This design comes from an exercise in tuning for small area on the open sky130 flow, not from production work.
The RTL was checked by simulation tests, not by an equivalence proof against the original design.

==> inputs of 11-11 <==
==> flow/design.v <==
module block_nms_top (
    input  logic       clk,
    input  logic       rst_n,
    input  logic       cfg_valid,
    input  logic [6:0] cfg_width,
    input  logic [6:0] cfg_height,
    input  logic       in_valid,
    input  logic [7:0] in_score,
    output logic       out_valid,
    output logic [7:0] out_score,
    output logic       out_last
);
    logic [5:0] wm1;         
    logic [3:0] bands_left;  
    logic [5:0] x_cnt;
    logic [1:0] y_off;
    logic accept, row_last, band_last, frame_last;
    assign accept     = in_valid;
    assign row_last   = (x_cnt == wm1);
    assign band_last  = row_last && (y_off == 2'd3);
    assign frame_last = band_last && (bands_left == 4'd0);
    always_ff @(posedge clk or negedge rst_n) begin
        if (!rst_n) begin
            x_cnt <= '0;
            y_off <= '0;
        end else begin
            if (accept) begin
                if (row_last) begin
                    x_cnt <= '0;
                    y_off <= y_off + 1'b1;
                end else begin
                    x_cnt <= x_cnt + 1'b1;
                end
            end
        end
    end
    always_ff @(posedge clk) begin
        if (cfg_valid) begin
            wm1        <= 6'(cfg_width - 7'd1);
            bands_left <= 4'(cfg_height[6:2] - 5'd1);
        end else if (accept && band_last) begin
            bands_left <= bands_left - 1'b1;
        end
    end
    logic [7:0] acc_score [16];
    logic [3:0] acc_pos   [16];
    logic [3:0] blk;
    logic       first;
    logic       upd;
    assign blk   = x_cnt[5:2];
    assign first = (y_off == 2'd0) && (x_cnt[1:0] == 2'd0);
    assign upd   = accept && (first || (in_score > acc_score[blk]));
    always_ff @(posedge clk) begin
        if (upd) begin
            acc_score[blk] <= in_score;
            acc_pos[blk]   <= {y_off, x_cnt[1:0]};
        end
    end
    logic band_done;
    logic band_end;
    always_ff @(posedge clk or negedge rst_n) begin
        if (!rst_n) begin
            band_done <= 1'b0;
        end else begin
            band_done <= accept && band_last;
        end
    end
    assign band_end = (bands_left == 4'hf);
    logic [7:0] drn_score [16];
    logic [3:0] drn_pos   [16];
    logic [5:0] drn_wm1;
    always_ff @(posedge clk) begin
        if (band_done) begin
            for (int k = 0; k < 16; k++) begin
                drn_score[k] <= acc_score[k];
                drn_pos[k]   <= acc_pos[k];
            end
            drn_wm1   <= wm1;
        end
    end
    logic       active;
    logic       drn_end;
    logic [5:0] d_col;
    logic [1:0] d_row;
    logic       d_row_end, d_last;
    assign d_row_end = (d_col == drn_wm1);
    assign d_last    = d_row_end && (d_row == 2'd3);
    always_ff @(posedge clk or negedge rst_n) begin
        if (!rst_n) begin
            active  <= 1'b0;
            drn_end <= 1'b0;
            d_col   <= '0;
            d_row   <= '0;
        end else if (band_done) begin
            active  <= 1'b1;
            drn_end <= band_end;
            d_col   <= '0;
            d_row   <= '0;
        end else if (active) begin
            if (d_row_end) begin
                d_col <= '0;
                d_row <= d_row + 1'b1;
                if (d_row == 2'd3) begin
                    active <= 1'b0;
                end
            end else begin
                d_col <= d_col + 1'b1;
            end
        end
    end
    logic [7:0] rd_score;
    logic [3:0] rd_pos;
    logic       hit;
    assign rd_score = drn_score[d_col[5:2]];
    assign rd_pos   = drn_pos[d_col[5:2]];
    assign hit      = (rd_pos == {d_row, d_col[1:0]});
    logic       v_q, l_q;
    logic [7:0] s_q;
    always_ff @(posedge clk or negedge rst_n) begin
        if (!rst_n) begin
            v_q       <= 1'b0;
            l_q       <= 1'b0;
            out_valid <= 1'b0;
            out_last  <= 1'b0;
        end else begin
            v_q       <= active;
            l_q       <= active && d_last && drn_end;
            out_valid <= v_q;
            out_last  <= l_q;
        end
    end
    always_ff @(posedge clk) begin
        s_q       <= hit ? rd_score : 8'd0;
        out_score <= s_q;
    end
endmodule
==> flow/run.sh <==
#!/bin/bash
# synth_recipe.tcl (not shown) runs the flow's synth.tcl, then flattens the netlist and writes it again
# the make line also repeats each setting of config.mk as NAME=value (left out here)
make -C /OpenROAD-flow-scripts/flow DESIGN_CONFIG=/design/flow/config.mk WORK_HOME=/design/flow/orfs CLKGATE_MAP_FILE= SYNTH_SCRIPT=/design/flow/synth_recipe.tcl finish
==> flow/config.mk <==
export PLATFORM = sky130hd
export DESIGN_NAME = block_nms_top
export DESIGN_NICKNAME = block_nms_top
export VERILOG_FILES = /design/flow/design.v
export SDC_FILE = /design/flow/constraint.sdc
export NUM_CORES = 4
export LEC_CHECK = 0
export ABC_AREA = 1
export CAP_MARGIN = 20
export CORE_MARGIN = 2
export CORE_UTILIZATION = 75
export CTS_CLUSTER_DIAMETER = 100
export CTS_CLUSTER_SIZE = 30
export PLACE_DENSITY = 0.85
export SLEW_MARGIN = 20
==> flow/constraint.sdc <==
create_clock -name core_clock -period 8.0 [get_ports {clk}]
set_input_delay 1.6000 -clock core_clock [delete_from_list [all_inputs] [get_ports {clk}]]
set_output_delay 1.6000 -clock core_clock [all_outputs]
set_load 0.01 [all_outputs]
==> 07-23: changes against 11-11 <==
==> flow/flow/run.sh (new file) <==
#!/bin/bash
# The standard layout, with one change to synthesis: ABC maps the
# combinational logic with an area-oriented script (flow/abc_area.script)
# instead of ORFS's. Registers, flattening and renaming are the standard
# synthesis's, since only the ABC script differs.
set -e -o pipefail
W=$PWD

# a private copy of the ORFS scripts with the ABC script replaced
rm -rf "$W/scripts"
cp -r "$FLOW_HOME/scripts" "$W/scripts"
cp "$W/flow/abc_area.script" "$W/scripts/abc_area.script"
export SCRIPTS_DIR="$W/scripts"

bash standard.sh > "$W/standard.log" 2>&1
==> flow/flow/abc_area.script (new file) <==
strash
ifraig
dc2
strash
&get -n
&dch -f
&nf -a -R 1000
&put
topo
==> flow/standard.sh (new file) <==
#!/bin/bash
# synth_recipe.tcl (not shown) runs the flow's synth.tcl, then flattens the netlist and writes it again
# the make line also repeats each setting of config.mk as NAME=value (left out here)
make -C /OpenROAD-flow-scripts/flow DESIGN_CONFIG=/design/flow/config.mk WORK_HOME=/design/flow/orfs CLKGATE_MAP_FILE= SYNTH_SCRIPT=/design/flow/synth_recipe.tcl "${@:-finish}"
removed: flow/run.sh
==> 03-03: changes against 11-11 <==
==> flow/design.v, changed modules only <==
module block_nms_top (
    input  logic       clk,
    input  logic       rst_n,
    input  logic       cfg_valid,
    input  logic [6:0] cfg_width,
    input  logic [6:0] cfg_height,
    input  logic       in_valid,
    input  logic [7:0] in_score,
    output logic       out_valid,
    output logic [7:0] out_score,
    output logic       out_last
);
    logic [5:0] wm1;         
    logic [3:0] bands_left;  
    logic [5:0] x_cnt;
    logic [1:0] y_off;
    logic accept, row_last, band_last, frame_last;
    assign accept     = in_valid;
    assign row_last   = (x_cnt == wm1);
    assign band_last  = row_last && (y_off == 2'd3);
    assign frame_last = band_last && (bands_left == 4'd0);
    always_ff @(posedge clk or negedge rst_n) begin
        if (!rst_n) begin
            x_cnt <= '0;
            y_off <= '0;
        end else begin
            if (accept) begin
                if (row_last) begin
                    x_cnt <= '0;
                    y_off <= y_off + 1'b1;
                end else begin
                    x_cnt <= x_cnt + 1'b1;
                end
            end
        end
    end
    always_ff @(posedge clk) begin
        if (cfg_valid) begin
            wm1        <= 6'(cfg_width - 7'd1);
            bands_left <= 4'(cfg_height[6:2] - 5'd1);
        end else if (accept && band_last) begin
            bands_left <= bands_left - 1'b1;
        end
    end
    logic [7:0] acc_score [16];
    logic [3:0] acc_pos   [16];
    logic [3:0] blk;
    logic       first;
    logic       upd;
    assign blk   = x_cnt[5:2];
    assign first = (y_off == 2'd0) && (x_cnt[1:0] == 2'd0);
    logic [15:0] cmp_sel;
    logic [7:0]  cur_score;
    always_comb begin
        cur_score = '0;
        for (int k = 0; k < 16; k++) begin
            cmp_sel[k] = (blk == 4'(k));
            cur_score  = cur_score | ({8{cmp_sel[k]}} & acc_score[k]);
        end
    end
    assign upd   = accept && (first || (in_score > cur_score));
    always_ff @(posedge clk) begin
        if (upd) begin
            acc_score[blk] <= in_score;
            acc_pos[blk]   <= {y_off, x_cnt[1:0]};
        end
    end
    logic band_done;
    logic band_end;
    always_ff @(posedge clk) begin
        band_done <= accept && band_last;
    end
    assign band_end = (bands_left == 4'hf);
    logic [7:0] drn_score [16];
    logic [3:0] drn_pos   [16];
    logic [5:0] drn_wm1;
    always_ff @(posedge clk) begin
        if (band_done) begin
            for (int k = 0; k < 16; k++) begin
                drn_score[k] <= acc_score[k];
                drn_pos[k]   <= acc_pos[k];
            end
            drn_wm1   <= wm1;
        end
    end
    logic       active;
    logic       drn_end;
    logic [5:0] d_col;
    logic [1:0] d_row;
    logic       d_row_end, d_last;
    assign d_row_end = (d_col == drn_wm1);
    assign d_last    = d_row_end && (d_row == 2'd3);
    always_ff @(posedge clk or negedge rst_n) begin
        if (!rst_n) begin
            active <= 1'b0;
        end else if (band_done) begin
            active <= 1'b1;
        end else if (active && d_last) begin
            active <= 1'b0;
        end
    end
    always_ff @(posedge clk) begin
        if (band_done) begin
            drn_end <= band_end;
            d_col   <= '0;
            d_row   <= '0;
        end else if (active) begin
            if (d_row_end) begin
                d_col <= '0;
                d_row <= d_row + 1'b1;
            end else begin
                d_col <= d_col + 1'b1;
            end
        end
    end
    logic [7:0] rd_score;
    logic [3:0] rd_pos;
    logic       hit;
    logic [15:0] rd_sel;
    always_comb begin
        rd_score = '0;
        rd_pos   = '0;
        for (int k = 0; k < 16; k++) begin
            rd_sel[k] = (d_col[5:2] == 4'(k));
            rd_score  = rd_score | ({8{rd_sel[k]}} & drn_score[k]);
            rd_pos    = rd_pos   | ({4{rd_sel[k]}} & drn_pos[k]);
        end
    end
    assign hit      = (rd_pos == {d_row, d_col[1:0]});
    logic       v_q, l_q;
    logic [7:0] s_q;
    always_ff @(posedge clk) begin
        v_q       <= active;
        l_q       <= active && d_last && drn_end;
        out_valid <= v_q;
        out_last  <= l_q;
        s_q       <= hit ? rd_score : 8'd0;
        out_score <= s_q;
    end
endmodule
==> flow/flow/run.sh (new file) <==
#!/bin/bash
# The standard layout with two changes:
# - synthesis: ABC maps the combinational logic with an area-oriented script
#   (flow/abc_area.script) instead of ORFS's. Registers, flattening and
#   renaming are the standard synthesis's, since only the ABC script differs.
# - placement: every input and output port still gets a buffer, but the
#   smallest one (buf_1); repair_design sizes it up where a net needs it.
# - clock tree: no dummy loads, and clkbuf_8 above the leaf level.
set -e -o pipefail
W=$PWD

# a private copy of the ORFS scripts with the ABC script replaced
rm -rf "$W/scripts"
cp -r "$FLOW_HOME/scripts" "$W/scripts"
cp "$W/flow/abc_area.script" "$W/scripts/abc_area.script"
export SCRIPTS_DIR="$W/scripts"

# settings ORFS reads from the design config
cat >> "$W/config.mk" <<'EOC'
export BUFFER_PORTS_ARGS = -buffer_cell sky130_fd_sc_hd__buf_1
export CTS_ARGS = -sink_clustering_enable -repair_clock_nets -sink_clustering_size 30 -sink_clustering_max_diameter 100 -dont_use_dummy_load -root_buf sky130_fd_sc_hd__clkbuf_8 -tree_buf sky130_fd_sc_hd__clkbuf_8 -buf_list sky130_fd_sc_hd__clkbuf_16
EOC

bash standard.sh > "$W/standard.log" 2>&1
==> flow/flow/abc_area.script (new file) <==
strash
ifraig
dc2
strash
&get -n
&dch -f
&nf -a -R 1000
&put
topo
==> flow/standard.sh (new file) <==
#!/bin/bash
# synth_recipe.tcl (not shown) runs the flow's synth.tcl, then flattens the netlist and writes it again
# the make line also repeats each setting of config.mk as NAME=value (left out here)
make -C /OpenROAD-flow-scripts/flow DESIGN_CONFIG=/design/flow/config.mk WORK_HOME=/design/flow/orfs CLKGATE_MAP_FILE= SYNTH_SCRIPT=/design/flow/synth_recipe.tcl "${@:-finish}"
BUFFER_PORTS_ARGS = -buffer_cell sky130_fd_sc_hd__buf_1   (was not set)
CORE_UTILIZATION = 65   (was 75)
CTS_ARGS = -sink_clustering_enable -repair_clock_nets -sink_clustering_size 30 -sink_clustering_max_diameter 100 -dont_use_dummy_load -root_buf sky130_fd_sc_hd__clkbuf_8 -tree_buf sky130_fd_sc_hd__clkbuf_8 -buf_list sky130_fd_sc_hd__clkbuf_16   (was not set)
CTS_CLUSTER_DIAMETER = not set   (was 100)
CTS_CLUSTER_SIZE = not set   (was 30)
PLACE_DENSITY = 0.95   (was 0.85)
removed: flow/run.sh
==> results.sh <==
export IMPL_outcome="timing/DRC/antenna clean"
export IMPL_synth_compound_area_share_pct=9.33
export IMPL_grt_pass1_vias=9152
export IMPL_wl_met2_um=18800
export IMPL_slew_headroom_pct=13.7
export IMPL_wl_met1_um=12200
export IMPL_powerComb_uw=1250
export IMPL_muxShareOfSynthArea_pct=0.385
export IMPL_placed_area_mm2=0.0166
export IMPL_fin_ws_ps=2410
export IMPL_synth_edf_count=400
export IMPL_routedWlPerCell_um=32.5
[end of results for 07-23]
==> results.sh <==
export IMPL_clock_skew_ps=50.3
export IMPL_p_sw_share_pct=31.1
export IMPL_powerComb_uw=1060
export IMPL_wl_met2_um=19400
export IMPL_synth_compound_area_share_pct=8.02
export IMPL_fin_ws_ps=1600
export IMPL_placed_area_mm2=0.0163
export IMPL_outcome="timing/DRC/antenna clean"
export IMPL_slew_headroom_pct=18.6
export IMPL_wl_met1_um=12500
export IMPL_muxShareOfSynthArea_pct=0.388
export IMPL_routedWlPerCell_um=33.7
[end of results for 03-03]
==> results.sh <==
export IMPL_outcome="timing/DRC/antenna clean"
export IMPL_synth_compound_area_share_pct=5.75
export IMPL_wl_met2_um=18300
export IMPL_fin_ws_ps=2420
export IMPL_routedWlPerCell_um=25.1
export IMPL_grt_pass1_vias=9565
export IMPL_powerComb_uw=1410
export IMPL_wl_met1_um=13200
export IMPL_placed_area_mm2=0.0174
export IMPL_synth_edf_count=400
export IMPL_slew_headroom_pct=27.3
[end of results for 11-11]

[separate check: timing with driven ports]
The results above use ideal ports. As a check the final layouts listed here were re-extracted and re-timed, cells and wires unchanged.
Step 1 (the two cells are an assumption about what drives the block):
set clk [get_ports {clk}]
set_driving_cell -lib_cell sky130_fd_sc_hd__clkbuf_16 $clk
set_driving_cell -lib_cell sky130_fd_sc_hd__buf_2 [delete_from_list [all_inputs] $clk]
Step 2 adds t to the input delays and takes it off the output delays; t is the mean of the earliest and latest rising clock arrival at the registers after step 1. Input paths then give back, and output paths get back, about the clock's delay inside the block.
Three values: ideal ports, drivers, drivers and shift; two values: the first two.
run	t (ns)	setup WS [ns]	worst data-port slew with drivers (ns)
11-11	0.573	2.419 / 2.419 / 2.419	0.03
07-23	0.577	2.406 / 2.406 / 2.104	0.06
03-03	0.655	1.601 / 1.600 / 1.600	0.06
After both steps setup and hold are still met in every run listed. The setup slack of 07-23, which loses most, moves by 0.000 ns with the drivers and by -0.302 ns with both steps.
